This design comes from an exercise in tuning for small area, a short achievable clock period and few clock cycles per item on the open sky130 flow, not from production work.
The RTL of this run was laid out without a check of its function.
Power figures rest on the tool's default switching activity, not on a simulated workload.

**design/flow/design.v**
```verilog
module tcp_synack_reply_builder (
  input  logic         clk,
  input  logic         rst,
  input  logic         in_valid,
  output logic         in_stall,
  input  logic [271:0] in_data,
  output logic         out_valid,
  input  logic         out_stall,
  output logic [256:0] out_data,
  input  logic         psel,
  input  logic         penable,
  input  logic         pwrite,
  input  logic [2:0]   paddr,
  input  logic [31:0]  pwdata,
  output logic [31:0]  prdata,
  output logic         pready
);
  function automatic logic [15:0] eac_add(input logic [15:0] x, input logic [15:0] y);
    logic [15:0] g, p, gg, pp, c;
    logic cin;
    g = x & y; p = x ^ y; gg = g; pp = p;
    for (int l = 0; l < 4; l++)
      for (int i = 0; i < 16; i++)
        if ((i >> l) & 1) begin
          gg[i] = gg[i] | (pp[i] & gg[((i >> l) << l) - 1]);
          pp[i] = pp[i] & pp[((i >> l) << l) - 1];
        end
    cin = gg[15];
    c[0] = cin;
    for (int i = 1; i < 16; i++) c[i] = gg[i-1] | (pp[i-1] & cin);
    eac_add = p ^ c;
  endfunction
  function automatic logic [15:0] eac_add0(input logic [15:0] x, input logic [15:0] y);
    logic [15:0] g, p, gg, pp, c;
    logic cin;
    g = x & y; p = x ^ y; gg = g; pp = p;
    for (int l = 0; l < 4; l++)
      for (int i = 0; i < 16; i++)
        if ((i >> l) & 1) begin
          gg[i] = gg[i] | (pp[i] & gg[((i >> l) << l) - 1]);
          pp[i] = pp[i] & pp[((i >> l) << l) - 1];
        end
    cin = gg[15] | pp[15];
    c[0] = cin;
    for (int i = 1; i < 16; i++) c[i] = gg[i-1] | (pp[i-1] & cin);
    eac_add0 = p ^ c;
  endfunction
  logic [15:0] local_port;
  logic [15:0] server_port;
  logic        wr_en;
  assign pready = 1'b1;
  assign wr_en  = psel && penable && pwrite;
  assign prdata = {16'd0, paddr[2] ? server_port : local_port};
  always_ff @(posedge clk) begin
    if (rst) begin
      local_port  <= 16'd0;
      server_port <= 16'd80;
    end else if (wr_en) begin
      if (paddr[2]) server_port <= pwdata[15:0];
      else          local_port  <= pwdata[15:0];
    end
  end
  logic [47:0] dmac, smac;
  logic [15:0] etype, dport;
  logic [7:0]  proto, flags;
  logic [31:0] sip, dip, seq_in, ack_in;
  assign {dmac, smac, etype, proto, sip, dip, dport, seq_in, ack_in, flags} = in_data;
  logic [15:0] sip_hi, sip_lo, dip_hi, dip_lo, ack_hi, ack_lo, seq_hi, seq_lo;
  assign {sip_hi, sip_lo} = sip;
  assign {dip_hi, dip_lo} = dip;
  assign {ack_hi, ack_lo} = ack_in;
  assign {seq_hi, seq_lo} = seq_in;
  logic match;
  assign match = (etype == 16'h0800) && (proto == 8'h06) && (dport == local_port) &&
                 (flags[5:0] == 6'h12);
  logic [31:0] ack_next;
  assign ack_next = seq_in + 32'd1;
  logic seq_wrap;
  assign seq_wrap = &seq_in;
  logic [15:0] cfg_u, cfg_v, cfg_m, cfg_w;
  localparam logic [15:0] TcpK = 16'h502B;
  assign cfg_u = local_port ^ server_port ^ TcpK;
  assign cfg_m = (local_port & server_port) | (local_port & TcpK) | (server_port & TcpK);
  assign cfg_v = {cfg_m[14:0], cfg_m[15]};
  assign cfg_w = eac_add(cfg_u, cfg_v);
  logic ip_s1, ip_c2;
  logic ip_s3, ip_c4;
  logic ip_s5, ip_c6;
  logic ip_s7, ip_c8;
  logic ip_s9, ip_c10;
  logic ip_s11, ip_c12;
  logic ip_s13, ip_c14;
  logic ip_s15, ip_c16;
  logic ip_s17, ip_c18;
  logic ip_s19, ip_c20;
  logic ip_s21, ip_c22;
  logic ip_s23, ip_c24;
  logic ip_s25, ip_c26;
  logic ip_s27, ip_c28;
  logic ip_s29, ip_c30;
  logic ip_s31, ip_c32;
  logic ip_s33, ip_c34;
  logic ip_s35, ip_c36;
  logic ip_s37, ip_c38;
  logic ip_s39, ip_c40;
  logic ip_s41, ip_c42;
  logic ip_s43, ip_c44;
  logic ip_s45, ip_c46;
  logic ip_s47, ip_c48;
  logic ip_s49, ip_c50;
  logic ip_s51, ip_c52;
  logic ip_s53, ip_c54;
  logic ip_s55, ip_c56;
  logic ip_s57, ip_c58;
  logic ip_s59, ip_c60;
  logic ip_s61, ip_c62;
  logic ip_s63, ip_c64;
  logic ip_s65, ip_c66;
  logic ip_s67, ip_c68;
  logic ip_s69, ip_c70;
  logic ip_s71, ip_c72;
  logic ip_s73, ip_c74;
  logic ip_s75, ip_c76;
  logic ip_s77, ip_c78;
  logic ip_s79, ip_c80;
  logic ip_s81, ip_c82;
  logic ip_s83, ip_c84;
  logic ip_s85, ip_c86;
  logic ip_s87, ip_c88;
  logic ip_s89, ip_c90;
  logic ip_s91, ip_c92;
  logic ip_s93, ip_c94;
  logic ip_s95, ip_c96;
  logic tcp_s97, tcp_c98;
  logic tcp_s99, tcp_c100;
  logic tcp_s101, tcp_c102;
  logic tcp_s103, tcp_c104;
  logic tcp_s105, tcp_c106;
  logic tcp_s107, tcp_c108;
  logic tcp_s109, tcp_c110;
  logic tcp_s111, tcp_c112;
  logic tcp_s113, tcp_c114;
  logic tcp_s115, tcp_c116;
  logic tcp_s117, tcp_c118;
  logic tcp_s119, tcp_c120;
  logic tcp_s121, tcp_c122;
  logic tcp_s123, tcp_c124;
  logic tcp_s125, tcp_c126;
  logic tcp_s127, tcp_c128;
  logic tcp_s129, tcp_c130;
  logic tcp_s131, tcp_c132;
  logic tcp_s133, tcp_c134;
  logic tcp_s135, tcp_c136;
  logic tcp_s137, tcp_c138;
  logic tcp_s139, tcp_c140;
  logic tcp_s141, tcp_c142;
  logic tcp_s143, tcp_c144;
  logic tcp_s145, tcp_c146;
  logic tcp_s147, tcp_c148;
  logic tcp_s149, tcp_c150;
  logic tcp_s151, tcp_c152;
  logic tcp_s153, tcp_c154;
  logic tcp_s155, tcp_c156;
  logic tcp_s157, tcp_c158;
  logic tcp_s159, tcp_c160;
  logic tcp_s161, tcp_c162;
  logic tcp_s163, tcp_c164;
  logic tcp_s165, tcp_c166;
  logic tcp_s167, tcp_c168;
  logic tcp_s169, tcp_c170;
  logic tcp_s171, tcp_c172;
  logic tcp_s173, tcp_c174;
  logic tcp_s175, tcp_c176;
  logic tcp_s177, tcp_c178;
  logic tcp_s179, tcp_c180;
  logic tcp_s181, tcp_c182;
  logic tcp_s183, tcp_c184;
  logic tcp_s185, tcp_c186;
  logic tcp_s187, tcp_c188;
  logic tcp_s189, tcp_c190;
  logic tcp_s191, tcp_c192;
  logic tcp_s193, tcp_c194;
  logic tcp_s195, tcp_c196;
  logic tcp_s197, tcp_c198;
  logic tcp_s199, tcp_c200;
  logic tcp_s201, tcp_c202;
  logic tcp_s203, tcp_c204;
  logic tcp_s205, tcp_c206;
  logic tcp_s207, tcp_c208;
  logic tcp_s209, tcp_c210;
  logic tcp_s211, tcp_c212;
  logic tcp_s213, tcp_c214;
  logic tcp_s215, tcp_c216;
  logic tcp_s217, tcp_c218;
  logic tcp_s219, tcp_c220;
  logic tcp_s221, tcp_c222;
  logic tcp_s223, tcp_c224;
  logic tcp_s225, tcp_c226;
  logic tcp_s227, tcp_c228;
  logic tcp_s229, tcp_c230;
  logic tcp_s231, tcp_c232;
  logic tcp_s233, tcp_c234;
  logic tcp_s235, tcp_c236;
  logic tcp_s237, tcp_c238;
  logic tcp_s239, tcp_c240;
  logic tcp_s241, tcp_c242;
  logic tcp_s243, tcp_c244;
  logic tcp_s245, tcp_c246;
  logic tcp_s247, tcp_c248;
  logic tcp_s249, tcp_c250;
  logic tcp_s251, tcp_c252;
  logic tcp_s253, tcp_c254;
  logic tcp_s255, tcp_c256;
  logic tcp_s257, tcp_c258;
  logic tcp_s259, tcp_c260;
  logic tcp_s261, tcp_c262;
  logic tcp_s263, tcp_c264;
  logic tcp_s265, tcp_c266;
  logic tcp_s267, tcp_c268;
  logic tcp_s269, tcp_c270;
  logic tcp_s271, tcp_c272;
  logic tcp_s273, tcp_c274;
  logic tcp_s275, tcp_c276;
  logic tcp_s277, tcp_c278;
  logic tcp_s279, tcp_c280;
  logic tcp_s281, tcp_c282;
  logic tcp_s283, tcp_c284;
  logic tcp_s285, tcp_c286;
  logic tcp_s287, tcp_c288;
  logic tcp_s289, tcp_c290;
  logic tcp_s291, tcp_c292;
  logic tcp_s293, tcp_c294;
  logic tcp_s295, tcp_c296;
  logic tcp_s297, tcp_c298;
  logic tcp_s299, tcp_c300;
  logic tcp_s301, tcp_c302;
  logic tcp_s303, tcp_c304;
  logic tcp_s305, tcp_c306;
  logic tcp_s307, tcp_c308;
  logic tcp_s309, tcp_c310;
  logic tcp_s311, tcp_c312;
  logic tcp_s313, tcp_c314;
  logic tcp_s315, tcp_c316;
  logic tcp_s317, tcp_c318;
  logic tcp_s319, tcp_c320;
  assign ip_s1 = 1'b1 ^ sip_hi[0] ^ sip_lo[0];
  assign ip_c2 = (1'b1 & sip_hi[0]) | (1'b1 & sip_lo[0]) | (sip_hi[0] & sip_lo[0]);
  assign ip_s3 = 1'b1 ^ sip_hi[1] ^ sip_lo[1];
  assign ip_c4 = (1'b1 & sip_hi[1]) | (1'b1 & sip_lo[1]) | (sip_hi[1] & sip_lo[1]);
  assign ip_s5 = 1'b1 ^ sip_hi[2] ^ sip_lo[2];
  assign ip_c6 = (1'b1 & sip_hi[2]) | (1'b1 & sip_lo[2]) | (sip_hi[2] & sip_lo[2]);
  assign ip_s7 = 1'b1 ^ sip_hi[3] ^ sip_lo[3];
  assign ip_c8 = (1'b1 & sip_hi[3]) | (1'b1 & sip_lo[3]) | (sip_hi[3] & sip_lo[3]);
  assign ip_s9 = 1'b0 ^ sip_hi[4] ^ sip_lo[4];
  assign ip_c10 = (1'b0 & sip_hi[4]) | (1'b0 & sip_lo[4]) | (sip_hi[4] & sip_lo[4]);
  assign ip_s11 = 1'b1 ^ sip_hi[5] ^ sip_lo[5];
  assign ip_c12 = (1'b1 & sip_hi[5]) | (1'b1 & sip_lo[5]) | (sip_hi[5] & sip_lo[5]);
  assign ip_s13 = 1'b0 ^ sip_hi[6] ^ sip_lo[6];
  assign ip_c14 = (1'b0 & sip_hi[6]) | (1'b0 & sip_lo[6]) | (sip_hi[6] & sip_lo[6]);
  assign ip_s15 = 1'b0 ^ sip_hi[7] ^ sip_lo[7];
  assign ip_c16 = (1'b0 & sip_hi[7]) | (1'b0 & sip_lo[7]) | (sip_hi[7] & sip_lo[7]);
  assign ip_s17 = 1'b0 ^ sip_hi[8] ^ sip_lo[8];
  assign ip_c18 = (1'b0 & sip_hi[8]) | (1'b0 & sip_lo[8]) | (sip_hi[8] & sip_lo[8]);
  assign ip_s19 = 1'b0 ^ sip_hi[9] ^ sip_lo[9];
  assign ip_c20 = (1'b0 & sip_hi[9]) | (1'b0 & sip_lo[9]) | (sip_hi[9] & sip_lo[9]);
  assign ip_s21 = 1'b1 ^ sip_hi[10] ^ sip_lo[10];
  assign ip_c22 = (1'b1 & sip_hi[10]) | (1'b1 & sip_lo[10]) | (sip_hi[10] & sip_lo[10]);
  assign ip_s23 = 1'b0 ^ sip_hi[11] ^ sip_lo[11];
  assign ip_c24 = (1'b0 & sip_hi[11]) | (1'b0 & sip_lo[11]) | (sip_hi[11] & sip_lo[11]);
  assign ip_s25 = 1'b0 ^ sip_hi[12] ^ sip_lo[12];
  assign ip_c26 = (1'b0 & sip_hi[12]) | (1'b0 & sip_lo[12]) | (sip_hi[12] & sip_lo[12]);
  assign ip_s27 = 1'b0 ^ sip_hi[13] ^ sip_lo[13];
  assign ip_c28 = (1'b0 & sip_hi[13]) | (1'b0 & sip_lo[13]) | (sip_hi[13] & sip_lo[13]);
  assign ip_s29 = 1'b1 ^ sip_hi[14] ^ sip_lo[14];
  assign ip_c30 = (1'b1 & sip_hi[14]) | (1'b1 & sip_lo[14]) | (sip_hi[14] & sip_lo[14]);
  assign ip_s31 = 1'b0 ^ sip_hi[15] ^ sip_lo[15];
  assign ip_c32 = (1'b0 & sip_hi[15]) | (1'b0 & sip_lo[15]) | (sip_hi[15] & sip_lo[15]);
  assign ip_s33 = dip_hi[0] ^ dip_lo[0] ^ ip_s1;
  assign ip_c34 = (dip_hi[0] & dip_lo[0]) | (dip_hi[0] & ip_s1) | (dip_lo[0] & ip_s1);
  assign ip_s35 = dip_hi[1] ^ dip_lo[1] ^ ip_c2;
  assign ip_c36 = (dip_hi[1] & dip_lo[1]) | (dip_hi[1] & ip_c2) | (dip_lo[1] & ip_c2);
  assign ip_s37 = dip_hi[2] ^ dip_lo[2] ^ ip_c4;
  assign ip_c38 = (dip_hi[2] & dip_lo[2]) | (dip_hi[2] & ip_c4) | (dip_lo[2] & ip_c4);
  assign ip_s39 = dip_hi[3] ^ dip_lo[3] ^ ip_c6;
  assign ip_c40 = (dip_hi[3] & dip_lo[3]) | (dip_hi[3] & ip_c6) | (dip_lo[3] & ip_c6);
  assign ip_s41 = dip_hi[4] ^ dip_lo[4] ^ ip_c8;
  assign ip_c42 = (dip_hi[4] & dip_lo[4]) | (dip_hi[4] & ip_c8) | (dip_lo[4] & ip_c8);
  assign ip_s43 = dip_hi[5] ^ dip_lo[5] ^ ip_c10;
  assign ip_c44 = (dip_hi[5] & dip_lo[5]) | (dip_hi[5] & ip_c10) | (dip_lo[5] & ip_c10);
  assign ip_s45 = dip_hi[6] ^ dip_lo[6] ^ ip_c12;
  assign ip_c46 = (dip_hi[6] & dip_lo[6]) | (dip_hi[6] & ip_c12) | (dip_lo[6] & ip_c12);
  assign ip_s47 = dip_hi[7] ^ dip_lo[7] ^ ip_c14;
  assign ip_c48 = (dip_hi[7] & dip_lo[7]) | (dip_hi[7] & ip_c14) | (dip_lo[7] & ip_c14);
  assign ip_s49 = dip_hi[8] ^ dip_lo[8] ^ ip_c16;
  assign ip_c50 = (dip_hi[8] & dip_lo[8]) | (dip_hi[8] & ip_c16) | (dip_lo[8] & ip_c16);
  assign ip_s51 = dip_hi[9] ^ dip_lo[9] ^ ip_c18;
  assign ip_c52 = (dip_hi[9] & dip_lo[9]) | (dip_hi[9] & ip_c18) | (dip_lo[9] & ip_c18);
  assign ip_s53 = dip_hi[10] ^ dip_lo[10] ^ ip_c20;
  assign ip_c54 = (dip_hi[10] & dip_lo[10]) | (dip_hi[10] & ip_c20) | (dip_lo[10] & ip_c20);
  assign ip_s55 = dip_hi[11] ^ dip_lo[11] ^ ip_c22;
  assign ip_c56 = (dip_hi[11] & dip_lo[11]) | (dip_hi[11] & ip_c22) | (dip_lo[11] & ip_c22);
  assign ip_s57 = dip_hi[12] ^ dip_lo[12] ^ ip_c24;
  assign ip_c58 = (dip_hi[12] & dip_lo[12]) | (dip_hi[12] & ip_c24) | (dip_lo[12] & ip_c24);
  assign ip_s59 = dip_hi[13] ^ dip_lo[13] ^ ip_c26;
  assign ip_c60 = (dip_hi[13] & dip_lo[13]) | (dip_hi[13] & ip_c26) | (dip_lo[13] & ip_c26);
  assign ip_s61 = dip_hi[14] ^ dip_lo[14] ^ ip_c28;
  assign ip_c62 = (dip_hi[14] & dip_lo[14]) | (dip_hi[14] & ip_c28) | (dip_lo[14] & ip_c28);
  assign ip_s63 = dip_hi[15] ^ dip_lo[15] ^ ip_c30;
  assign ip_c64 = (dip_hi[15] & dip_lo[15]) | (dip_hi[15] & ip_c30) | (dip_lo[15] & ip_c30);
  assign ip_s65 = ip_c32 ^ ip_s33 ^ ip_c64;
  assign ip_c66 = (ip_c32 & ip_s33) | (ip_c32 & ip_c64) | (ip_s33 & ip_c64);
  assign ip_s67 = ip_s3 ^ ip_c34 ^ ip_s35;
  assign ip_c68 = (ip_s3 & ip_c34) | (ip_s3 & ip_s35) | (ip_c34 & ip_s35);
  assign ip_s69 = ip_s5 ^ ip_c36 ^ ip_s37;
  assign ip_c70 = (ip_s5 & ip_c36) | (ip_s5 & ip_s37) | (ip_c36 & ip_s37);
  assign ip_s71 = ip_s7 ^ ip_c38 ^ ip_s39;
  assign ip_c72 = (ip_s7 & ip_c38) | (ip_s7 & ip_s39) | (ip_c38 & ip_s39);
  assign ip_s73 = ip_s9 ^ ip_c40 ^ ip_s41;
  assign ip_c74 = (ip_s9 & ip_c40) | (ip_s9 & ip_s41) | (ip_c40 & ip_s41);
  assign ip_s75 = ip_s11 ^ ip_c42 ^ ip_s43;
  assign ip_c76 = (ip_s11 & ip_c42) | (ip_s11 & ip_s43) | (ip_c42 & ip_s43);
  assign ip_s77 = ip_s13 ^ ip_c44 ^ ip_s45;
  assign ip_c78 = (ip_s13 & ip_c44) | (ip_s13 & ip_s45) | (ip_c44 & ip_s45);
  assign ip_s79 = ip_s15 ^ ip_c46 ^ ip_s47;
  assign ip_c80 = (ip_s15 & ip_c46) | (ip_s15 & ip_s47) | (ip_c46 & ip_s47);
  assign ip_s81 = ip_s17 ^ ip_c48 ^ ip_s49;
  assign ip_c82 = (ip_s17 & ip_c48) | (ip_s17 & ip_s49) | (ip_c48 & ip_s49);
  assign ip_s83 = ip_s19 ^ ip_c50 ^ ip_s51;
  assign ip_c84 = (ip_s19 & ip_c50) | (ip_s19 & ip_s51) | (ip_c50 & ip_s51);
  assign ip_s85 = ip_s21 ^ ip_c52 ^ ip_s53;
  assign ip_c86 = (ip_s21 & ip_c52) | (ip_s21 & ip_s53) | (ip_c52 & ip_s53);
  assign ip_s87 = ip_s23 ^ ip_c54 ^ ip_s55;
  assign ip_c88 = (ip_s23 & ip_c54) | (ip_s23 & ip_s55) | (ip_c54 & ip_s55);
  assign ip_s89 = ip_s25 ^ ip_c56 ^ ip_s57;
  assign ip_c90 = (ip_s25 & ip_c56) | (ip_s25 & ip_s57) | (ip_c56 & ip_s57);
  assign ip_s91 = ip_s27 ^ ip_c58 ^ ip_s59;
  assign ip_c92 = (ip_s27 & ip_c58) | (ip_s27 & ip_s59) | (ip_c58 & ip_s59);
  assign ip_s93 = ip_s29 ^ ip_c60 ^ ip_s61;
  assign ip_c94 = (ip_s29 & ip_c60) | (ip_s29 & ip_s61) | (ip_c60 & ip_s61);
  assign ip_s95 = ip_s31 ^ ip_c62 ^ ip_s63;
  assign ip_c96 = (ip_s31 & ip_c62) | (ip_s31 & ip_s63) | (ip_c62 & ip_s63);
  assign tcp_s97 = cfg_w[0] ^ sip_hi[0] ^ sip_lo[0];
  assign tcp_c98 = (cfg_w[0] & sip_hi[0]) | (cfg_w[0] & sip_lo[0]) | (sip_hi[0] & sip_lo[0]);
  assign tcp_s99 = dip_hi[0] ^ dip_lo[0] ^ ack_hi[0];
  assign tcp_c100 = (dip_hi[0] & dip_lo[0]) | (dip_hi[0] & ack_hi[0]) | (dip_lo[0] & ack_hi[0]);
  assign tcp_s101 = ack_lo[0] ^ seq_hi[0] ^ seq_lo[0];
  assign tcp_c102 = (ack_lo[0] & seq_hi[0]) | (ack_lo[0] & seq_lo[0]) | (seq_hi[0] & seq_lo[0]);
  assign tcp_s103 = cfg_w[1] ^ sip_hi[1] ^ sip_lo[1];
  assign tcp_c104 = (cfg_w[1] & sip_hi[1]) | (cfg_w[1] & sip_lo[1]) | (sip_hi[1] & sip_lo[1]);
  assign tcp_s105 = dip_hi[1] ^ dip_lo[1] ^ ack_hi[1];
  assign tcp_c106 = (dip_hi[1] & dip_lo[1]) | (dip_hi[1] & ack_hi[1]) | (dip_lo[1] & ack_hi[1]);
  assign tcp_s107 = ack_lo[1] ^ seq_hi[1] ^ seq_lo[1];
  assign tcp_c108 = (ack_lo[1] & seq_hi[1]) | (ack_lo[1] & seq_lo[1]) | (seq_hi[1] & seq_lo[1]);
  assign tcp_s109 = cfg_w[2] ^ sip_hi[2] ^ sip_lo[2];
  assign tcp_c110 = (cfg_w[2] & sip_hi[2]) | (cfg_w[2] & sip_lo[2]) | (sip_hi[2] & sip_lo[2]);
  assign tcp_s111 = dip_hi[2] ^ dip_lo[2] ^ ack_hi[2];
  assign tcp_c112 = (dip_hi[2] & dip_lo[2]) | (dip_hi[2] & ack_hi[2]) | (dip_lo[2] & ack_hi[2]);
  assign tcp_s113 = ack_lo[2] ^ seq_hi[2] ^ seq_lo[2];
  assign tcp_c114 = (ack_lo[2] & seq_hi[2]) | (ack_lo[2] & seq_lo[2]) | (seq_hi[2] & seq_lo[2]);
  assign tcp_s115 = cfg_w[3] ^ sip_hi[3] ^ sip_lo[3];
  assign tcp_c116 = (cfg_w[3] & sip_hi[3]) | (cfg_w[3] & sip_lo[3]) | (sip_hi[3] & sip_lo[3]);
  assign tcp_s117 = dip_hi[3] ^ dip_lo[3] ^ ack_hi[3];
  assign tcp_c118 = (dip_hi[3] & dip_lo[3]) | (dip_hi[3] & ack_hi[3]) | (dip_lo[3] & ack_hi[3]);
  assign tcp_s119 = ack_lo[3] ^ seq_hi[3] ^ seq_lo[3];
  assign tcp_c120 = (ack_lo[3] & seq_hi[3]) | (ack_lo[3] & seq_lo[3]) | (seq_hi[3] & seq_lo[3]);
  assign tcp_s121 = cfg_w[4] ^ sip_hi[4] ^ sip_lo[4];
  assign tcp_c122 = (cfg_w[4] & sip_hi[4]) | (cfg_w[4] & sip_lo[4]) | (sip_hi[4] & sip_lo[4]);
  assign tcp_s123 = dip_hi[4] ^ dip_lo[4] ^ ack_hi[4];
  assign tcp_c124 = (dip_hi[4] & dip_lo[4]) | (dip_hi[4] & ack_hi[4]) | (dip_lo[4] & ack_hi[4]);
  assign tcp_s125 = ack_lo[4] ^ seq_hi[4] ^ seq_lo[4];
  assign tcp_c126 = (ack_lo[4] & seq_hi[4]) | (ack_lo[4] & seq_lo[4]) | (seq_hi[4] & seq_lo[4]);
  assign tcp_s127 = cfg_w[5] ^ sip_hi[5] ^ sip_lo[5];
  assign tcp_c128 = (cfg_w[5] & sip_hi[5]) | (cfg_w[5] & sip_lo[5]) | (sip_hi[5] & sip_lo[5]);
  assign tcp_s129 = dip_hi[5] ^ dip_lo[5] ^ ack_hi[5];
  assign tcp_c130 = (dip_hi[5] & dip_lo[5]) | (dip_hi[5] & ack_hi[5]) | (dip_lo[5] & ack_hi[5]);
  assign tcp_s131 = ack_lo[5] ^ seq_hi[5] ^ seq_lo[5];
  assign tcp_c132 = (ack_lo[5] & seq_hi[5]) | (ack_lo[5] & seq_lo[5]) | (seq_hi[5] & seq_lo[5]);
  assign tcp_s133 = cfg_w[6] ^ sip_hi[6] ^ sip_lo[6];
  assign tcp_c134 = (cfg_w[6] & sip_hi[6]) | (cfg_w[6] & sip_lo[6]) | (sip_hi[6] & sip_lo[6]);
  assign tcp_s135 = dip_hi[6] ^ dip_lo[6] ^ ack_hi[6];
  assign tcp_c136 = (dip_hi[6] & dip_lo[6]) | (dip_hi[6] & ack_hi[6]) | (dip_lo[6] & ack_hi[6]);
  assign tcp_s137 = ack_lo[6] ^ seq_hi[6] ^ seq_lo[6];
  assign tcp_c138 = (ack_lo[6] & seq_hi[6]) | (ack_lo[6] & seq_lo[6]) | (seq_hi[6] & seq_lo[6]);
  assign tcp_s139 = cfg_w[7] ^ sip_hi[7] ^ sip_lo[7];
  assign tcp_c140 = (cfg_w[7] & sip_hi[7]) | (cfg_w[7] & sip_lo[7]) | (sip_hi[7] & sip_lo[7]);
  assign tcp_s141 = dip_hi[7] ^ dip_lo[7] ^ ack_hi[7];
  assign tcp_c142 = (dip_hi[7] & dip_lo[7]) | (dip_hi[7] & ack_hi[7]) | (dip_lo[7] & ack_hi[7]);
  assign tcp_s143 = ack_lo[7] ^ seq_hi[7] ^ seq_lo[7];
  assign tcp_c144 = (ack_lo[7] & seq_hi[7]) | (ack_lo[7] & seq_lo[7]) | (seq_hi[7] & seq_lo[7]);
  assign tcp_s145 = cfg_w[8] ^ sip_hi[8] ^ sip_lo[8];
  assign tcp_c146 = (cfg_w[8] & sip_hi[8]) | (cfg_w[8] & sip_lo[8]) | (sip_hi[8] & sip_lo[8]);
  assign tcp_s147 = dip_hi[8] ^ dip_lo[8] ^ ack_hi[8];
  assign tcp_c148 = (dip_hi[8] & dip_lo[8]) | (dip_hi[8] & ack_hi[8]) | (dip_lo[8] & ack_hi[8]);
  assign tcp_s149 = ack_lo[8] ^ seq_hi[8] ^ seq_lo[8];
  assign tcp_c150 = (ack_lo[8] & seq_hi[8]) | (ack_lo[8] & seq_lo[8]) | (seq_hi[8] & seq_lo[8]);
  assign tcp_s151 = cfg_w[9] ^ sip_hi[9] ^ sip_lo[9];
  assign tcp_c152 = (cfg_w[9] & sip_hi[9]) | (cfg_w[9] & sip_lo[9]) | (sip_hi[9] & sip_lo[9]);
  assign tcp_s153 = dip_hi[9] ^ dip_lo[9] ^ ack_hi[9];
  assign tcp_c154 = (dip_hi[9] & dip_lo[9]) | (dip_hi[9] & ack_hi[9]) | (dip_lo[9] & ack_hi[9]);
  assign tcp_s155 = ack_lo[9] ^ seq_hi[9] ^ seq_lo[9];
  assign tcp_c156 = (ack_lo[9] & seq_hi[9]) | (ack_lo[9] & seq_lo[9]) | (seq_hi[9] & seq_lo[9]);
  assign tcp_s157 = cfg_w[10] ^ sip_hi[10] ^ sip_lo[10];
  assign tcp_c158 = (cfg_w[10] & sip_hi[10]) | (cfg_w[10] & sip_lo[10]) | (sip_hi[10] & sip_lo[10]);
  assign tcp_s159 = dip_hi[10] ^ dip_lo[10] ^ ack_hi[10];
  assign tcp_c160 = (dip_hi[10] & dip_lo[10]) | (dip_hi[10] & ack_hi[10]) | (dip_lo[10] & ack_hi[10]);
  assign tcp_s161 = ack_lo[10] ^ seq_hi[10] ^ seq_lo[10];
  assign tcp_c162 = (ack_lo[10] & seq_hi[10]) | (ack_lo[10] & seq_lo[10]) | (seq_hi[10] & seq_lo[10]);
  assign tcp_s163 = cfg_w[11] ^ sip_hi[11] ^ sip_lo[11];
  assign tcp_c164 = (cfg_w[11] & sip_hi[11]) | (cfg_w[11] & sip_lo[11]) | (sip_hi[11] & sip_lo[11]);
  assign tcp_s165 = dip_hi[11] ^ dip_lo[11] ^ ack_hi[11];
  assign tcp_c166 = (dip_hi[11] & dip_lo[11]) | (dip_hi[11] & ack_hi[11]) | (dip_lo[11] & ack_hi[11]);
  assign tcp_s167 = ack_lo[11] ^ seq_hi[11] ^ seq_lo[11];
  assign tcp_c168 = (ack_lo[11] & seq_hi[11]) | (ack_lo[11] & seq_lo[11]) | (seq_hi[11] & seq_lo[11]);
  assign tcp_s169 = cfg_w[12] ^ sip_hi[12] ^ sip_lo[12];
  assign tcp_c170 = (cfg_w[12] & sip_hi[12]) | (cfg_w[12] & sip_lo[12]) | (sip_hi[12] & sip_lo[12]);
  assign tcp_s171 = dip_hi[12] ^ dip_lo[12] ^ ack_hi[12];
  assign tcp_c172 = (dip_hi[12] & dip_lo[12]) | (dip_hi[12] & ack_hi[12]) | (dip_lo[12] & ack_hi[12]);
  assign tcp_s173 = ack_lo[12] ^ seq_hi[12] ^ seq_lo[12];
  assign tcp_c174 = (ack_lo[12] & seq_hi[12]) | (ack_lo[12] & seq_lo[12]) | (seq_hi[12] & seq_lo[12]);
  assign tcp_s175 = cfg_w[13] ^ sip_hi[13] ^ sip_lo[13];
  assign tcp_c176 = (cfg_w[13] & sip_hi[13]) | (cfg_w[13] & sip_lo[13]) | (sip_hi[13] & sip_lo[13]);
  assign tcp_s177 = dip_hi[13] ^ dip_lo[13] ^ ack_hi[13];
  assign tcp_c178 = (dip_hi[13] & dip_lo[13]) | (dip_hi[13] & ack_hi[13]) | (dip_lo[13] & ack_hi[13]);
  assign tcp_s179 = ack_lo[13] ^ seq_hi[13] ^ seq_lo[13];
  assign tcp_c180 = (ack_lo[13] & seq_hi[13]) | (ack_lo[13] & seq_lo[13]) | (seq_hi[13] & seq_lo[13]);
  assign tcp_s181 = cfg_w[14] ^ sip_hi[14] ^ sip_lo[14];
  assign tcp_c182 = (cfg_w[14] & sip_hi[14]) | (cfg_w[14] & sip_lo[14]) | (sip_hi[14] & sip_lo[14]);
  assign tcp_s183 = dip_hi[14] ^ dip_lo[14] ^ ack_hi[14];
  assign tcp_c184 = (dip_hi[14] & dip_lo[14]) | (dip_hi[14] & ack_hi[14]) | (dip_lo[14] & ack_hi[14]);
  assign tcp_s185 = ack_lo[14] ^ seq_hi[14] ^ seq_lo[14];
  assign tcp_c186 = (ack_lo[14] & seq_hi[14]) | (ack_lo[14] & seq_lo[14]) | (seq_hi[14] & seq_lo[14]);
  assign tcp_s187 = cfg_w[15] ^ sip_hi[15] ^ sip_lo[15];
  assign tcp_c188 = (cfg_w[15] & sip_hi[15]) | (cfg_w[15] & sip_lo[15]) | (sip_hi[15] & sip_lo[15]);
  assign tcp_s189 = dip_hi[15] ^ dip_lo[15] ^ ack_hi[15];
  assign tcp_c190 = (dip_hi[15] & dip_lo[15]) | (dip_hi[15] & ack_hi[15]) | (dip_lo[15] & ack_hi[15]);
  assign tcp_s191 = ack_lo[15] ^ seq_hi[15] ^ seq_lo[15];
  assign tcp_c192 = (ack_lo[15] & seq_hi[15]) | (ack_lo[15] & seq_lo[15]) | (seq_hi[15] & seq_lo[15]);
  assign tcp_s193 = tcp_s97 ^ tcp_s99 ^ tcp_s101;
  assign tcp_c194 = (tcp_s97 & tcp_s99) | (tcp_s97 & tcp_s101) | (tcp_s99 & tcp_s101);
  assign tcp_s195 = tcp_c188 ^ tcp_c190 ^ tcp_c192;
  assign tcp_c196 = (tcp_c188 & tcp_c190) | (tcp_c188 & tcp_c192) | (tcp_c190 & tcp_c192);
  assign tcp_s197 = tcp_c98 ^ tcp_c100 ^ tcp_c102;
  assign tcp_c198 = (tcp_c98 & tcp_c100) | (tcp_c98 & tcp_c102) | (tcp_c100 & tcp_c102);
  assign tcp_s199 = tcp_s103 ^ tcp_s105 ^ tcp_s107;
  assign tcp_c200 = (tcp_s103 & tcp_s105) | (tcp_s103 & tcp_s107) | (tcp_s105 & tcp_s107);
  assign tcp_s201 = tcp_c104 ^ tcp_c106 ^ tcp_c108;
  assign tcp_c202 = (tcp_c104 & tcp_c106) | (tcp_c104 & tcp_c108) | (tcp_c106 & tcp_c108);
  assign tcp_s203 = tcp_s109 ^ tcp_s111 ^ tcp_s113;
  assign tcp_c204 = (tcp_s109 & tcp_s111) | (tcp_s109 & tcp_s113) | (tcp_s111 & tcp_s113);
  assign tcp_s205 = tcp_c110 ^ tcp_c112 ^ tcp_c114;
  assign tcp_c206 = (tcp_c110 & tcp_c112) | (tcp_c110 & tcp_c114) | (tcp_c112 & tcp_c114);
  assign tcp_s207 = tcp_s115 ^ tcp_s117 ^ tcp_s119;
  assign tcp_c208 = (tcp_s115 & tcp_s117) | (tcp_s115 & tcp_s119) | (tcp_s117 & tcp_s119);
  assign tcp_s209 = tcp_c116 ^ tcp_c118 ^ tcp_c120;
  assign tcp_c210 = (tcp_c116 & tcp_c118) | (tcp_c116 & tcp_c120) | (tcp_c118 & tcp_c120);
  assign tcp_s211 = tcp_s121 ^ tcp_s123 ^ tcp_s125;
  assign tcp_c212 = (tcp_s121 & tcp_s123) | (tcp_s121 & tcp_s125) | (tcp_s123 & tcp_s125);
  assign tcp_s213 = tcp_c122 ^ tcp_c124 ^ tcp_c126;
  assign tcp_c214 = (tcp_c122 & tcp_c124) | (tcp_c122 & tcp_c126) | (tcp_c124 & tcp_c126);
  assign tcp_s215 = tcp_s127 ^ tcp_s129 ^ tcp_s131;
  assign tcp_c216 = (tcp_s127 & tcp_s129) | (tcp_s127 & tcp_s131) | (tcp_s129 & tcp_s131);
  assign tcp_s217 = tcp_c128 ^ tcp_c130 ^ tcp_c132;
  assign tcp_c218 = (tcp_c128 & tcp_c130) | (tcp_c128 & tcp_c132) | (tcp_c130 & tcp_c132);
  assign tcp_s219 = tcp_s133 ^ tcp_s135 ^ tcp_s137;
  assign tcp_c220 = (tcp_s133 & tcp_s135) | (tcp_s133 & tcp_s137) | (tcp_s135 & tcp_s137);
  assign tcp_s221 = tcp_c134 ^ tcp_c136 ^ tcp_c138;
  assign tcp_c222 = (tcp_c134 & tcp_c136) | (tcp_c134 & tcp_c138) | (tcp_c136 & tcp_c138);
  assign tcp_s223 = tcp_s139 ^ tcp_s141 ^ tcp_s143;
  assign tcp_c224 = (tcp_s139 & tcp_s141) | (tcp_s139 & tcp_s143) | (tcp_s141 & tcp_s143);
  assign tcp_s225 = tcp_c140 ^ tcp_c142 ^ tcp_c144;
  assign tcp_c226 = (tcp_c140 & tcp_c142) | (tcp_c140 & tcp_c144) | (tcp_c142 & tcp_c144);
  assign tcp_s227 = tcp_s145 ^ tcp_s147 ^ tcp_s149;
  assign tcp_c228 = (tcp_s145 & tcp_s147) | (tcp_s145 & tcp_s149) | (tcp_s147 & tcp_s149);
  assign tcp_s229 = tcp_c146 ^ tcp_c148 ^ tcp_c150;
  assign tcp_c230 = (tcp_c146 & tcp_c148) | (tcp_c146 & tcp_c150) | (tcp_c148 & tcp_c150);
  assign tcp_s231 = tcp_s151 ^ tcp_s153 ^ tcp_s155;
  assign tcp_c232 = (tcp_s151 & tcp_s153) | (tcp_s151 & tcp_s155) | (tcp_s153 & tcp_s155);
  assign tcp_s233 = tcp_c152 ^ tcp_c154 ^ tcp_c156;
  assign tcp_c234 = (tcp_c152 & tcp_c154) | (tcp_c152 & tcp_c156) | (tcp_c154 & tcp_c156);
  assign tcp_s235 = tcp_s157 ^ tcp_s159 ^ tcp_s161;
  assign tcp_c236 = (tcp_s157 & tcp_s159) | (tcp_s157 & tcp_s161) | (tcp_s159 & tcp_s161);
  assign tcp_s237 = tcp_c158 ^ tcp_c160 ^ tcp_c162;
  assign tcp_c238 = (tcp_c158 & tcp_c160) | (tcp_c158 & tcp_c162) | (tcp_c160 & tcp_c162);
  assign tcp_s239 = tcp_s163 ^ tcp_s165 ^ tcp_s167;
  assign tcp_c240 = (tcp_s163 & tcp_s165) | (tcp_s163 & tcp_s167) | (tcp_s165 & tcp_s167);
  assign tcp_s241 = tcp_c164 ^ tcp_c166 ^ tcp_c168;
  assign tcp_c242 = (tcp_c164 & tcp_c166) | (tcp_c164 & tcp_c168) | (tcp_c166 & tcp_c168);
  assign tcp_s243 = tcp_s169 ^ tcp_s171 ^ tcp_s173;
  assign tcp_c244 = (tcp_s169 & tcp_s171) | (tcp_s169 & tcp_s173) | (tcp_s171 & tcp_s173);
  assign tcp_s245 = tcp_c170 ^ tcp_c172 ^ tcp_c174;
  assign tcp_c246 = (tcp_c170 & tcp_c172) | (tcp_c170 & tcp_c174) | (tcp_c172 & tcp_c174);
  assign tcp_s247 = tcp_s175 ^ tcp_s177 ^ tcp_s179;
  assign tcp_c248 = (tcp_s175 & tcp_s177) | (tcp_s175 & tcp_s179) | (tcp_s177 & tcp_s179);
  assign tcp_s249 = tcp_c176 ^ tcp_c178 ^ tcp_c180;
  assign tcp_c250 = (tcp_c176 & tcp_c178) | (tcp_c176 & tcp_c180) | (tcp_c178 & tcp_c180);
  assign tcp_s251 = tcp_s181 ^ tcp_s183 ^ tcp_s185;
  assign tcp_c252 = (tcp_s181 & tcp_s183) | (tcp_s181 & tcp_s185) | (tcp_s183 & tcp_s185);
  assign tcp_s253 = tcp_c182 ^ tcp_c184 ^ tcp_c186;
  assign tcp_c254 = (tcp_c182 & tcp_c184) | (tcp_c182 & tcp_c186) | (tcp_c184 & tcp_c186);
  assign tcp_s255 = tcp_s187 ^ tcp_s189 ^ tcp_s191;
  assign tcp_c256 = (tcp_s187 & tcp_s189) | (tcp_s187 & tcp_s191) | (tcp_s189 & tcp_s191);
  assign tcp_s257 = tcp_s193 ^ tcp_s195 ^ tcp_c254;
  assign tcp_c258 = (tcp_s193 & tcp_s195) | (tcp_s193 & tcp_c254) | (tcp_s195 & tcp_c254);
  assign tcp_s259 = tcp_c194 ^ tcp_c196 ^ tcp_s197;
  assign tcp_c260 = (tcp_c194 & tcp_c196) | (tcp_c194 & tcp_s197) | (tcp_c196 & tcp_s197);
  assign tcp_s261 = tcp_c198 ^ tcp_c200 ^ tcp_s201;
  assign tcp_c262 = (tcp_c198 & tcp_c200) | (tcp_c198 & tcp_s201) | (tcp_c200 & tcp_s201);
  assign tcp_s263 = tcp_c202 ^ tcp_c204 ^ tcp_s205;
  assign tcp_c264 = (tcp_c202 & tcp_c204) | (tcp_c202 & tcp_s205) | (tcp_c204 & tcp_s205);
  assign tcp_s265 = tcp_c206 ^ tcp_c208 ^ tcp_s209;
  assign tcp_c266 = (tcp_c206 & tcp_c208) | (tcp_c206 & tcp_s209) | (tcp_c208 & tcp_s209);
  assign tcp_s267 = tcp_c210 ^ tcp_c212 ^ tcp_s213;
  assign tcp_c268 = (tcp_c210 & tcp_c212) | (tcp_c210 & tcp_s213) | (tcp_c212 & tcp_s213);
  assign tcp_s269 = tcp_c214 ^ tcp_c216 ^ tcp_s217;
  assign tcp_c270 = (tcp_c214 & tcp_c216) | (tcp_c214 & tcp_s217) | (tcp_c216 & tcp_s217);
  assign tcp_s271 = tcp_c218 ^ tcp_c220 ^ tcp_s221;
  assign tcp_c272 = (tcp_c218 & tcp_c220) | (tcp_c218 & tcp_s221) | (tcp_c220 & tcp_s221);
  assign tcp_s273 = tcp_c222 ^ tcp_c224 ^ tcp_s225;
  assign tcp_c274 = (tcp_c222 & tcp_c224) | (tcp_c222 & tcp_s225) | (tcp_c224 & tcp_s225);
  assign tcp_s275 = tcp_c226 ^ tcp_c228 ^ tcp_s229;
  assign tcp_c276 = (tcp_c226 & tcp_c228) | (tcp_c226 & tcp_s229) | (tcp_c228 & tcp_s229);
  assign tcp_s277 = tcp_c230 ^ tcp_c232 ^ tcp_s233;
  assign tcp_c278 = (tcp_c230 & tcp_c232) | (tcp_c230 & tcp_s233) | (tcp_c232 & tcp_s233);
  assign tcp_s279 = tcp_c234 ^ tcp_c236 ^ tcp_s237;
  assign tcp_c280 = (tcp_c234 & tcp_c236) | (tcp_c234 & tcp_s237) | (tcp_c236 & tcp_s237);
  assign tcp_s281 = tcp_c238 ^ tcp_c240 ^ tcp_s241;
  assign tcp_c282 = (tcp_c238 & tcp_c240) | (tcp_c238 & tcp_s241) | (tcp_c240 & tcp_s241);
  assign tcp_s283 = tcp_c242 ^ tcp_c244 ^ tcp_s245;
  assign tcp_c284 = (tcp_c242 & tcp_c244) | (tcp_c242 & tcp_s245) | (tcp_c244 & tcp_s245);
  assign tcp_s285 = tcp_c246 ^ tcp_c248 ^ tcp_s249;
  assign tcp_c286 = (tcp_c246 & tcp_c248) | (tcp_c246 & tcp_s249) | (tcp_c248 & tcp_s249);
  assign tcp_s287 = tcp_c250 ^ tcp_c252 ^ tcp_s253;
  assign tcp_c288 = (tcp_c250 & tcp_c252) | (tcp_c250 & tcp_s253) | (tcp_c252 & tcp_s253);
  assign tcp_s289 = tcp_c256 ^ tcp_s257 ^ tcp_c288;
  assign tcp_c290 = (tcp_c256 & tcp_s257) | (tcp_c256 & tcp_c288) | (tcp_s257 & tcp_c288);
  assign tcp_s291 = tcp_s199 ^ tcp_c258 ^ tcp_s259;
  assign tcp_c292 = (tcp_s199 & tcp_c258) | (tcp_s199 & tcp_s259) | (tcp_c258 & tcp_s259);
  assign tcp_s293 = tcp_s203 ^ tcp_c260 ^ tcp_s261;
  assign tcp_c294 = (tcp_s203 & tcp_c260) | (tcp_s203 & tcp_s261) | (tcp_c260 & tcp_s261);
  assign tcp_s295 = tcp_s207 ^ tcp_c262 ^ tcp_s263;
  assign tcp_c296 = (tcp_s207 & tcp_c262) | (tcp_s207 & tcp_s263) | (tcp_c262 & tcp_s263);
  assign tcp_s297 = tcp_s211 ^ tcp_c264 ^ tcp_s265;
  assign tcp_c298 = (tcp_s211 & tcp_c264) | (tcp_s211 & tcp_s265) | (tcp_c264 & tcp_s265);
  assign tcp_s299 = tcp_s215 ^ tcp_c266 ^ tcp_s267;
  assign tcp_c300 = (tcp_s215 & tcp_c266) | (tcp_s215 & tcp_s267) | (tcp_c266 & tcp_s267);
  assign tcp_s301 = tcp_s219 ^ tcp_c268 ^ tcp_s269;
  assign tcp_c302 = (tcp_s219 & tcp_c268) | (tcp_s219 & tcp_s269) | (tcp_c268 & tcp_s269);
  assign tcp_s303 = tcp_s223 ^ tcp_c270 ^ tcp_s271;
  assign tcp_c304 = (tcp_s223 & tcp_c270) | (tcp_s223 & tcp_s271) | (tcp_c270 & tcp_s271);
  assign tcp_s305 = tcp_s227 ^ tcp_c272 ^ tcp_s273;
  assign tcp_c306 = (tcp_s227 & tcp_c272) | (tcp_s227 & tcp_s273) | (tcp_c272 & tcp_s273);
  assign tcp_s307 = tcp_s231 ^ tcp_c274 ^ tcp_s275;
  assign tcp_c308 = (tcp_s231 & tcp_c274) | (tcp_s231 & tcp_s275) | (tcp_c274 & tcp_s275);
  assign tcp_s309 = tcp_s235 ^ tcp_c276 ^ tcp_s277;
  assign tcp_c310 = (tcp_s235 & tcp_c276) | (tcp_s235 & tcp_s277) | (tcp_c276 & tcp_s277);
  assign tcp_s311 = tcp_s239 ^ tcp_c278 ^ tcp_s279;
  assign tcp_c312 = (tcp_s239 & tcp_c278) | (tcp_s239 & tcp_s279) | (tcp_c278 & tcp_s279);
  assign tcp_s313 = tcp_s243 ^ tcp_c280 ^ tcp_s281;
  assign tcp_c314 = (tcp_s243 & tcp_c280) | (tcp_s243 & tcp_s281) | (tcp_c280 & tcp_s281);
  assign tcp_s315 = tcp_s247 ^ tcp_c282 ^ tcp_s283;
  assign tcp_c316 = (tcp_s247 & tcp_c282) | (tcp_s247 & tcp_s283) | (tcp_c282 & tcp_s283);
  assign tcp_s317 = tcp_s251 ^ tcp_c284 ^ tcp_s285;
  assign tcp_c318 = (tcp_s251 & tcp_c284) | (tcp_s251 & tcp_s285) | (tcp_c284 & tcp_s285);
  assign tcp_s319 = tcp_s255 ^ tcp_c286 ^ tcp_s287;
  assign tcp_c320 = (tcp_s255 & tcp_c286) | (tcp_s255 & tcp_s287) | (tcp_c286 & tcp_s287);
  logic [15:0] ip_a, ip_b, tcp_a, tcp_b;
  assign ip_a = {ip_c94, ip_c92, ip_c90, ip_c88, ip_c86, ip_c84, ip_c82, ip_c80, ip_c78, ip_c76, ip_c74, ip_c72, ip_c70, ip_c68, ip_c66, ip_s65};
  assign ip_b = {ip_s95, ip_s93, ip_s91, ip_s89, ip_s87, ip_s85, ip_s83, ip_s81, ip_s79, ip_s77, ip_s75, ip_s73, ip_s71, ip_s69, ip_s67, ip_c96};
  assign tcp_a = {tcp_c318, tcp_c316, tcp_c314, tcp_c312, tcp_c310, tcp_c308, tcp_c306, tcp_c304, tcp_c302, tcp_c300, tcp_c298, tcp_c296, tcp_c294, tcp_c292, tcp_c290, tcp_s289};
  assign tcp_b = {tcp_s319, tcp_s317, tcp_s315, tcp_s313, tcp_s311, tcp_s309, tcp_s307, tcp_s305, tcp_s303, tcp_s301, tcp_s299, tcp_s297, tcp_s295, tcp_s293, tcp_s291, tcp_c320};
  localparam int W = 1 + 48 + 48 + 32 + 32 + 32 + 32 + 64 + 1;
  logic         ld;
  logic [W-1:0] nxt, q;
  assign ld       = !out_valid || !out_stall;
  assign in_stall = !ld;
  assign nxt = {1'b1, smac, dmac, dip, sip, ack_in, ack_next, ~ip_a, ~ip_b, ~tcp_a, ~tcp_b, seq_wrap};
  always_ff @(posedge clk) begin
    if (rst)     out_valid <= 1'b0;
    else if (ld) out_valid <= in_valid;
  end
  logic ld_m;
  assign ld_m = ld && match;
  always_ff @(posedge clk) begin
    q <= (nxt & {W{ld_m}}) | (q & {W{!ld}});
  end
  logic        q_send;
  logic [47:0] q_dmac, q_smac;
  logic [31:0] q_sip, q_dip, q_seq, q_ack;
  logic [15:0] q_ipx, q_ipy, q_tcpx, q_tcpy;
  logic        q_wrap;
  assign {q_send, q_dmac, q_smac, q_sip, q_dip, q_seq, q_ack, q_ipx, q_ipy, q_tcpx, q_tcpy, q_wrap} = q;
  logic [15:0] tcp_hs, tcp_hc, tcp_hcr;
  assign tcp_hs = q_tcpx ^ q_tcpy ^ {15'd0, q_wrap};
  assign tcp_hc = (q_tcpx & q_tcpy) | ({15'd0, q_wrap} & (q_tcpx ^ q_tcpy));
  assign tcp_hcr = {tcp_hc[14:0], tcp_hc[15]};
  assign out_data = {q_send, q_dmac, q_smac, q_sip, q_dip, eac_add0(q_ipx, q_ipy),
                     q_seq, q_ack, eac_add0(tcp_hs, tcp_hcr)};
endmodule
```
**design/flow/flow/run.sh**
```bash
#!/bin/bash
# Standard ORFS layout (the standard.sh), with the port buffers that
# buffer_ports inserts made sky130_fd_sc_hd__buf_1 instead of its default pick.
set -uo pipefail
bash standard.sh BUFFER_PORTS_ARGS="-buffer_cell sky130_fd_sc_hd__buf_1" finish > standard_make.log 2>&1
status=$?
tail -50 standard_make.log
exit $status
```
**design/flow/standard.sh**
```bash
#!/bin/bash
# synth_recipe.tcl (not shown) runs the flow's synth.tcl, then flattens the netlist and writes it again
# the make line also repeats each setting of config.mk as NAME=value (left out here)
make -C /OpenROAD-flow-scripts/flow DESIGN_CONFIG=/design/flow/config.mk WORK_HOME=/design/flow/orfs CLKGATE_MAP_FILE= SYNTH_SCRIPT=/design/flow/synth_recipe.tcl "${@:-finish}"
```
**design/flow/config.mk**
```make
export PLATFORM = sky130hd
export DESIGN_NAME = tcp_synack_reply_builder
export DESIGN_NICKNAME = tcp_synack_reply_builder
export VERILOG_FILES = /design/flow/design.v
export SDC_FILE = /design/flow/constraint.sdc
export NUM_CORES = 4
export LEC_CHECK = 0
export ABC_AREA = 1
export CAP_MARGIN = 20
export CORE_MARGIN = 2
export CORE_UTILIZATION = 40
export SLEW_MARGIN = 20
```
**design/flow/constraint.sdc**
```tcl
create_clock -name core_clock -period 8.0 [get_ports {clk}]
set_input_delay 1.6000 -clock core_clock [delete_from_list [all_inputs] [get_ports {clk}]]
set_output_delay 1.6000 -clock core_clock [all_outputs]
set_load 0.01 [all_outputs]
```
==> summary.txt <==
post-cts resize count=0; Slew HR=0.3656; die width=233.4 um; clock sinks=roughly 320; crit path DAT=3.72 ns; total gr overflow=0; Post-Synth Adder-Cell Area=0.1978; Max VDD drop=0.1416 mV; Setup crit end kind=output port; initial antenna violation count=3; total CTS buffers=40; Post-CTS Setup Inserts=0; Syn Area/Cell=7.374 um^2; RSZ-0062 raised after global routing=no; post-layout min period=5.317 ns; dpl ws=about 3.2 ns; Initial Util=0.4022; Final Worst Setup Slack=2.683 ns; XOR/XNOR Fraction of Synth Area=0.009569; Die H=233.4 um; Seq/Total Area, Yosys=0.3076; hold path cells=2; Post-Syn Area=approximately 0.021 mm^2; wire per inst=17.72 um; global-route wire length before repair=a little over 100,000 um; clk root buf=clkbuf_16; largest family of logic cells by synthesized area=simple AND/OR/NAND/NOR gates; vias in the first global route=17,060; share of layout cells above drive strength 1=0.03109; Layout Utilization=0.4462; Hold Vio Cnt, Final=0; Synth Area in Compound Gates=0.06347; 1st-iter DRT viols=1,346; FF-to-FF End=q[3]$_DFF_P_; vias per cell=4.731; critical path data required time=around 6.4 ns; row count=84; Detail Route Antenna Nets=0; status=timing/DRC/antenna clean; # Max-Cap Violations=0; Total GRT Usage=0.2460; CP Class=reg -> out; met1 Resource Use GR=0.3395; fillers=about 5,600; RD Place Congestion=between 0.9 and 1; final period utilization=0.6647; synth top area cells=dfxtp_1 (31%), nand2_1 (15%), fa_1 (14%), buf_4 (8.7%), inv_1 (6.2%); setup_tns=0 ns; # IOs=606; Yosys reg bits=about 320; crit path max fanout=15; worst min-delay path category=reg -> reg; clk_skew=0.02090 ns; PwrDens=~190 mW/mm^2; global-route layer with the greatest usage=met2; Nets=around 3,700; met3 Resource Use GR=0.05505; FF-to-FF setup slack=about 3.2 ns; top cell type's share of synthesized area=0.3062; full die area=0.05448 mm^2; Skew-Pair Late Insertion Delay=0.56 ns; YS warnings=1; Synth area leader=dfxtp_1; Critical Path Start Type=flip-flop; Slew @ Worst Pin=between 0.9 and 1 ns; Hold Startpoint=q[237]$_DFF_P_; Synth Instances=2,855; Post-route DRC=0; Leak Pwr=about 11 nW; upper clock frequency limit=around 190 MHz; CTS tree=done; area share of and/or/nand/nor cells after synthesis=0.2490; largest net degree at the start of global routing=132; clock slew at reported path FFs=0.06 ns; multi-input combinational cell area=0.01102 mm^2; worst r2r path cells=20; Core ar.=0.05234 mm^2; Vias=18,320; WL final=approximately 69,000 um; Distinct cells, synth=31; register area=0.006476 mm^2; cts hold-fix bufs=0; drt pass-1 iters=5; Hold Path End=q[237]$_DFF_P_; Setup violations, final=0; CTS max path bufs=3; routing usage on met2=0.3878; # H-tree levels=2; Layout area overhead=10.92%; fin. max-slew vios=0; Worst R2R Start=local_port[3]$_SDFFE_PP0P_; dpl hpwl=55,000 um; proportion of synthesized area in mux cells=0; PortBufs=about 570
layout by cell type, fill, tap and decap left out, drive strengths merged, types with 2 or more instances in the layout:
cell type  count
dfxtp        322
a21oi         75
inv          364
o21bai         5
bufinv         5
xor2          15
ha            96
nand2        863
xnor2          8
a21o           2
nor3          15
clkbuf        58
clkinv         8
fa           148
nor3b          2
buf          579
nor2         178
o21ai        177
nand3        230
a21boi         3
conb          17
nand4         10
logic make-up (layout without fill, tap and decap cells):
| group | count (synthesis) | in the layout |
|---|---|---|
| XOR/XNOR | 23 | 23 |
| flip-flops | 323 | 323 |
| buffers and inverters | 701 | 1015 |
| other | 2 | 18 |
| adder cells (fa/ha/maj) | 244 | 244 |
| AND/OR/NAND/NOR | 1300 | 1300 |
| AO/OA/AOI/OAI | 262 | 262 |
sequential cells by signal (all words and copies together), names as in the netlist, named ones only:
register / cells
local_port: 16
out_valid: 1
q: 289
server_port: 16
worst max-delay path, cell delays in order (launching register included):
cell,delay (ns)
dfxtp_1,0.32
fa_1,0.43
ha_1,0.34
nand2_1,0.10
nand2_1,0.09
nand2_1,0.08
nand2_1,0.11
nand2_1,0.11
nand3_1,0.11
nand2_1,0.08
nand2_1,0.32
fa_1,0.55
xor2_1,0.33
buf_1,0.20
final cells by class:
type	count	share of cell area
Tap cell	688	0.03686
Multi-Input combinational cell	1846	0.4719
Clock inverter	15	0.009323
Sequential cell	323	0.2773
Timing Repair Buffer	579	0.09483
Clock buffer	58	0.05095
Inverter	363	0.05867
Antenna cell	1	0.0001072
where the power goes:
group | switching, W | internal, W | total [W]
clock | 0.000743 | 0.00120 | 0.00194
combinational | 0.000510 | 0.000298 | 0.000808
sequential | 0.00000521 | 0.00162 | 0.00162
total | 0.00126 | 0.00311 | 0.00437
worst max-delay path by stage:
stage               slack, ns                       start            end
global route             2.38                q[1]$_DFF_P_    out_data[1]
floorplan                3.56  local_port[3]$_SDFFE_PP0P_   q[3]$_DFF_P_
detailed placement       3.20  local_port[3]$_SDFFE_PP0P_   q[3]$_DFF_P_
CTS                      2.63                q[1]$_DFF_P_    out_data[1]
global placement         3.20  local_port[9]$_SDFFE_PP0P_  q[17]$_DFF_P_
finish                   2.68                q[1]$_DFF_P_    out_data[1]
Yosys cell counts, drive strengths merged:
library cell / instances
nand4: 10
edfxtp: 1
nor3b: 2
inv: 363
and3: 1
o21bai: 5
nand2: 863
a21boi: 3
conb: 2
xor2: 15
nand3: 230
a21o: 2
nor2: 178
ha: 96
nor3: 15
xnor2: 8
o21ai: 177
buf: 273
fa: 148
dfxtp: 322
nand3b: 1
a21oi: 75
clkbuf: 65
per-layer routing:
| metal | vias to the layer above | part of all wire |
|---|---|---|
| met1 | 8393 | 0.44 |
| met3 | 89 | 0.079 |
| li1 | 9187 | - |
| met2 | 647 | 0.45 |
| met5 | - | 0.00054 |
| met4 | 6 | 0.023 |
metrics by stage:
| stage | cells | instance area [um^2] | hold WS [ns] | total power [W] |
|---|---|---|---|---|
| 6_report | 3873 | 23350 | 0.4467 | 0.004369 |
| 5_1_grt | 3872 | 23350 | 0.4591 | 0.004598 |
| 4_1_cts | 3872 | 23350 | 0.4509 | 0.004418 |
| 3_5_place_dp | 3799 | 21940 | 0.4368 | 0.002474 |
| 3_3_place_gp | 3799 | 21940 | 0.4355 | 0.002471 |
| 2_1_floorplan | 2870 | 21110 | 0.4273 | 0.002156 |

what the ideal ports hide:
Ports are ideal in the flow. The routed layout listed here was re-timed in OpenROAD.
Step 1 assumes that a clkbuf_16 drives the clock port and a buf_2 every other input.
Step 2 moves the port delays by t, midway between the first and last clock arrival at a register: inputs arrive t later, outputs are due t later. That takes back most of the time a late clock gives input paths.
Three values: ideal, step 1, step 2; two values: the first two.
shift t [ns]: 0.614
setup slack, ns: 2.683 / 2.620 / 3.199
worst data-port slew with drivers (ns): 0.08
After both steps setup and hold are still met in this run. The setup slack of this run moves by -0.063 ns with the drivers and by +0.516 ns with both steps.
